Background: an optimization exercise with open tools, aiming at small area. Do not read the settings as production practice.
In this exercise RTL edits were held to simulation tests only and were not proved equivalent to the original.
No activity file was given, so power comes from the tool's default toggle rates.

File: flow/design.v
module score_collector #(
  parameter int N     = 64,
  parameter int WIDTH = 16
) (
  input  logic                      clk,
  input  logic                      reset,
  input  logic                      in_valid,
  output logic                      in_ready,
  input  logic [5:0]                in_id,
  input  logic [WIDTH-1:0]          in_score,
  input  logic                      flush,
  output logic                      out_valid,
  input  logic                      out_ack,
  output logic [N*(WIDTH+6)-1:0]    scores_out,
  output logic [6:0]                count,
  output logic                      dup_err,
  output logic                      oob_err,
  output logic [7:0]                rounds
);
  localparam int ENTRY_W = WIDTH + 6;
  logic [6:0]       count_q;
  logic [7:0]       rounds_q;
  logic             dup_q;
  logic             fresh_q;
  logic [N-1:0]     seen_q;
  logic [WIDTH-1:0] score_q [N];
  logic publish;
  logic wr;
  logic accept;
  logic id_seen;
  logic new_id;
  logic round_done;
  logic clr;
  assign publish    = count_q[6];
  assign wr         = in_valid && !publish;
  assign accept     = wr && !flush;
  assign id_seen    = seen_q[in_id] && !fresh_q;
  assign new_id     = accept && !id_seen;
  assign round_done = publish && out_ack && !flush;
  assign clr        = flush || round_done || fresh_q;
  always_ff @(posedge clk or posedge reset) begin
    if (reset) begin
      count_q  <= '0;
      rounds_q <= '0;
      dup_q    <= 1'b0;
    end else begin
      dup_q <= accept && id_seen;
      if (flush || round_done) count_q <= '0;
      else if (new_id)         count_q <= count_q + 7'd1;
      if (round_done) rounds_q <= rounds_q + 8'd1;
    end
  end
  always_ff @(posedge clk or posedge reset) begin
    if (reset) fresh_q <= 1'b1;
    else       fresh_q <= 1'b0;
  end
  always_ff @(posedge clk) begin
    for (int m = 0; m < N; m++)
      seen_q[m] <= (seen_q[m] && !clr) || (accept && in_id == 6'(m));
  end
  always_ff @(posedge clk) begin
    for (int m = 0; m < N; m++)
      if (wr && in_id == 6'(m)) score_q[m] <= in_score;
  end
  always_comb begin
    for (int m = 0; m < N; m++) begin
      scores_out[m*ENTRY_W+6 +: WIDTH] = score_q[m];
      for (int b = 0; b < 6; b++)
        scores_out[m*ENTRY_W+b] = ((m >> b) & 1) ? publish : !publish;
    end
  end
  assign in_ready  = !publish;
  assign out_valid = publish;
  assign count     = count_q;
  assign dup_err   = dup_q;
  assign oob_err   = 1'b0;
  assign rounds    = rounds_q;
endmodule
File: flow/constraint.sdc
create_clock -name core_clock -period 4.0 [get_ports {clk}]
set_input_delay 0.8000 -clock core_clock [delete_from_list [all_inputs] [get_ports {clk}]]
set_output_delay 0.8000 -clock core_clock [all_outputs]
set_load 0.01 [all_outputs]
File: flow/run.sh
#!/bin/bash
# synth_recipe.tcl (not shown) runs the flow's synth.tcl, then flattens the netlist and writes it again
# the make line also repeats each setting of config.mk as NAME=value (left out here)
make -C /OpenROAD-flow-scripts/flow DESIGN_CONFIG=/design/flow/config.mk WORK_HOME=/design/flow/orfs CLKGATE_MAP_FILE= SYNTH_SCRIPT=/design/flow/synth_recipe.tcl finish
File: flow/config.mk
export PLATFORM = sky130hd
export DESIGN_NAME = score_collector
export DESIGN_NICKNAME = score_collector
export VERILOG_FILES = /design/flow/design.v
export SDC_FILE = /design/flow/constraint.sdc
export NUM_CORES = 4
export LEC_CHECK = 0
export CAP_MARGIN = 20
export CORE_AREA = 10 10 550 550
export DIE_AREA = 0 0 560 560
export SLEW_MARGIN = 20
==> summary.md <==
| Metric | Value |
|---|---|
| RSZ-0062 raised after global routing | `no` |
| Gr busiest metal | `met2` |
| Cts bufs inserted | `118` |
| Total gr overflow | `0` |
| Layout Utilization | `0.2038` |
| First-pass GRT wire length | `207400 um` |
| Count of final hold-check violations | `0` |
| P&R area growth vs syn | `57.97%` |
| WL/cell | `22.08 um` |
| Final Cycle Share | `0.9381` |
| Initial antenna violation count | `39` |
| CTS tree | `done` |
| Initial Utilization | `0.1290` |
| Worst hold start | `seen_q[34]` |
| R2r worst-path depth | `7` |
| TNS Setup | `0 ns` |
| Crit path capture type | `primary output` |
| Worst EP arrival | `about 3.0 ns` |
| Critical R2R Capture | `seen_q[22]` |
| Reg area | `32460 um2` |
| Clock Sink Count | `1105` |
| Top Family by Delay on Critical Path | `buffers and inverters` |
| Max-Slew Margin vs Limit | `0.4020` |
| Core Rows | `around 200` |
| Largest net degree at the start of global routing | `roughly 190` |
| Min cycle time layout | `around 3.8 ns` |
| Min-Delay Path Class | `reg -> reg` |
| Seq pwr share | `0.524` |
| Placeable Area | `290600 um2` |
| Worst R2R Start | `count_q[6]` |
| P_leak | `18.89 nW` |
| DR vias/cell | `3.022` |
| Post-route ant nets | `0` |
| Grt met3 use | `0.04047` |
| Net switching power | `around 5.2 mW` |
| 1st-pass router iterations | `5` |
| Number of I/O port buffers | `~1500` |
| Hold EP | `seen_q[34]` |
| Setup CP Type | `reg -> out` |
| Die Y | `560 um` |
| Worst path buffer plus inverter count | `3` |
| GR Layer Usage met2 | `0.1635` |
| Die outline width | `about 560 um` |
| Via count | `21584` |
| Ys async rst share | `0.01538` |
| Vias in the first global route | `approximately 22000` |
| I/O Pins | `roughly 1500` |
| CP Cell Sequence | `clkinvlp_4 -> buf_16 -> clkdlybuf4s50_1` |
| Netlist cell types | `54` |
| # H-tree levels | `3` |
| Placed wire-length estimate | `around 110000 um` |
| Slew @ Worst Pin | `about 0.90 ns` |
| CTS root buffer | `clkbuf_16` |
| Routed wire length | `~160000 um` |
| Worst-path clk slew | `0.06 ns` |
| EDFF count, synth | `approximately 1000` |
| Net Sw Frac | `0.2154` |
| Int Power | `19.07 mW` |
| Peak supply drop | `378.4 uV` |
| Clk pwr share | `0.443` |
| Nets@finish | `3150` |
| Design Area, Final | `59230 um2` |
| Crit path launch type | `flop` |
| First DRT Iteration DRCs | `1877` |
| Cell Pwr Density | `410.3 nW/um2` |
| Clock Path Buffers | `4` |
| Power, Total | `between 20 and 25 mW` |
| Cell Area, Placed | `about 55000 um2` |
| Most used DFF post-synth | `edfxtp_1` |
| Share of cells above drive strength 1 | `0.1144` |
| GPL Wtd Cong | `0.7551` |
| WHS Path Cells | `2` |
| Seq cells post-synth | `1105` |
| Final Skew | `around 0.030 ns` |
| Synthesized area per cell | `20.34 um2` |
| Fillers | `approximately 31000` |
| Total track usage | `0.09401` |
| Max-slew violations | `0` |
| Multi-input gate area | `2100 um2` |
| Hold buffers post-CTS | `0` |
| Crit path largest cell delay | `0.68 ns` |
| Clock latency (worst-skew pair) | `roughly 0.84 ns` |
| Crit-path slowest cell | `clkdlybuf4s50_1` |
| Setup violators final | `0` |
| CP Max Fanout | `193` |
| Crit path required time | `3.20 ns` |
| Max cap viols | `0` |
| DRC Markers | `0` |
| Outcome | `finished clean` |
| Post-Synthesis Cell Area | `between 30000 and 40000 um2` |
| Logic pwr share | `0.034` |
| DIE AREA | `313600 um2` |
| Grt met1 use | `0.1033` |
| Sequential-to-total area share from yosys stat | `0.8657` |
| Ys Warns | `2` |
| Gate Count Post-Synth | `1843` |
| Setup ws final | `0.2476 ns` |
| DP Worst Slack | `0.4040 ns` |
| Fmax achieved | `266.5 MHz` |
| Worst R2R Setup Slack | `1.14 ns` |
## per-stage QoR
step                std cells  hold slack (ns)
floorplan                1844           0.4166
global placement         6900           0.4337
detailed placement       6900           0.4409
CTS                      7118           0.4009
global route             7119           0.4729
finish                   7143           0.4577
## flip-flops by register name, indices dropped and copies added, names as in the netlist
register and cells:
rounds_q 8, score_q 1024, seen_q 64, fresh_q 1
count_q 7, dup_q 1
## power groups by stage
stage | Sequential, mW | Clock (mW) | Combinational (mW)
6_report | 12.7 | 10.8 | 0.815
5_1_grt | 12.7 | 11.5 | 0.865
4_1_cts | 12.7 | 11.1 | 0.854
3_5_place_dp | 13.0 | 0 | 0.853
3_3_place_gp | 13.0 | 0 | 0.853
2_1_floorplan | 13.0 | 0 | 0.106
## tightest hold or removal path: cells and delay by family (launching register included)
family / cells / cell delay [ns]
AOI/OAI and AO/OA: 1 / 0.05
DFF: 1 / 0.33
and+or+nand+nor: 1 / 0.04
## synthesized netlist by cell type (2+ instances only)
cell	count	area [um2]
edfxtp_1	1024	30750
buf_4	386	2898
nand2_1	84	315.3
nor2_1	74	277.8
dfxtp_1	64	1281
o21ai_0	48	240.2
clkbuf_1	20	75.07
dfrtp_1	16	400.4
a32o_1	12	120.1
mux2i_1	12	120.1
nand3_1	12	60.06
mux4_1	6	157.7
mux4_2	6	135.1
nand2b_1	6	37.54
buf_6	5	56.30
inv_1	5	18.77
nor2b_1	5	31.28
a31oi_1	4	25.02
o31ai_1	4	30.03
xor2_1	4	35.03
a22o_1	3	26.28
and2_1	3	18.77
and3_1	3	18.77
mux2_2	3	33.78
xnor2_1	3	26.28
ha_1	2	25.02
o21ai_1	2	10.01
## final cells by class
type                            instances  area share
Sequential cell                      1105      0.5481
Clock inverter                         74     0.01213
Inverter                                5   0.0003802
Multi-Input combinational cell        318     0.03545
Tap cell                             3900     0.08239
Timing Repair Buffer                 1573      0.2684
Antenna cell                           25    0.001056
Clock buffer                          143     0.05214
## worst max-delay path by stage
stage / end / depth (start not counted) / startpoint / slack [ns]
after global routing: scores_out[399] / 3 / count_q[6] / 0.03
final: scores_out[487] / 3 / count_q[6] / 0.25
after global placement: score_q[30][12] / 6 / in_id[1] / 0.43
after detailed placement: score_q[30][13] / 6 / in_id[1] / 0.40
after CTS: scores_out[487] / 3 / count_q[6] / 0.07
after floorplan: scores_out[0] / 2 / count_q[6] / -1.01
## kinds of logic after synthesis
kind of cell / synth area share
flops: 0.8657
buf+inv: 0.08229
xor+xnor: 0.001635
fa+ha+maj: 0.0006673
mux: 0.01258
other cells: 0.0001000
simple gates: 0.02286
compound gates: 0.01422
## layout by cell type, fill, tap and decap left out, types with 3 or more instances in the layout
master,instances
clkdlybuf4s50_1,1436
edfxtp_1,1024
clkbuf_16,119
buf_4,98
nand2_1,82
dfxtp_1,64
o21ai_0,48
nor2_1,41
buf_12,38
nor2_2,27
clkinv_1,26
diode_2,25
clkbuf_1,22
clkinv_2,16
dfrtp_1,15
mux2i_1,12
a32o_1,12
nand3_1,10
bufinv_16,10
clkinvlp_4,7
nand2b_1,6
mux4_2,6
mux4_1,6
nor2_4,6
clkinv_4,6
nor2b_1,5
inv_1,4
a31oi_1,4
xor2_1,4
o31ai_1,4
inv_6,4
a22o_1,3
mux2_2,3
and3_1,3
xnor2_1,3
## routing by layer
metal	part of all wire	wire, um
met5	0	0
met1	0.37	57740
met4	0.027	4299
met2	0.49	77560
met3	0.12	18150
## repair_timing
item	4_1_cts	5_1_grt
resized for setup	1	0
setup endpoints to repair	182	0
buffers inserted	1	0

-- what the ideal ports hide --
No port has a modelled driver above. Below, the same layout with a new extraction and two added sets of constraints. Step 1 sets driving cells, clkbuf_16 on the clock port and buf_2 on the other inputs (assumed; they add their load-dependent delay and slew). Step 2 also shifts input and output timing later by t, the mid clock arrival at the registers, as if the neighbouring blocks saw the same clock. Slacks: no drivers / after step 1 / after step 2; pairs: no drivers / after step 1.
shift t [ns]: 0.893
setup WS [ns]: 0.248 / 0.167 / 0.191
hold slack, ns: 0.458 / 0.421 / 0.458
worst setup path after step 2: input to register
clock arrival spread, ns: 0.055 / 0.055
After both steps this run still meets setup and hold. For this run, drivers alone change the setup slack by -0.081 ns; drivers and shift together by -0.057 ns.
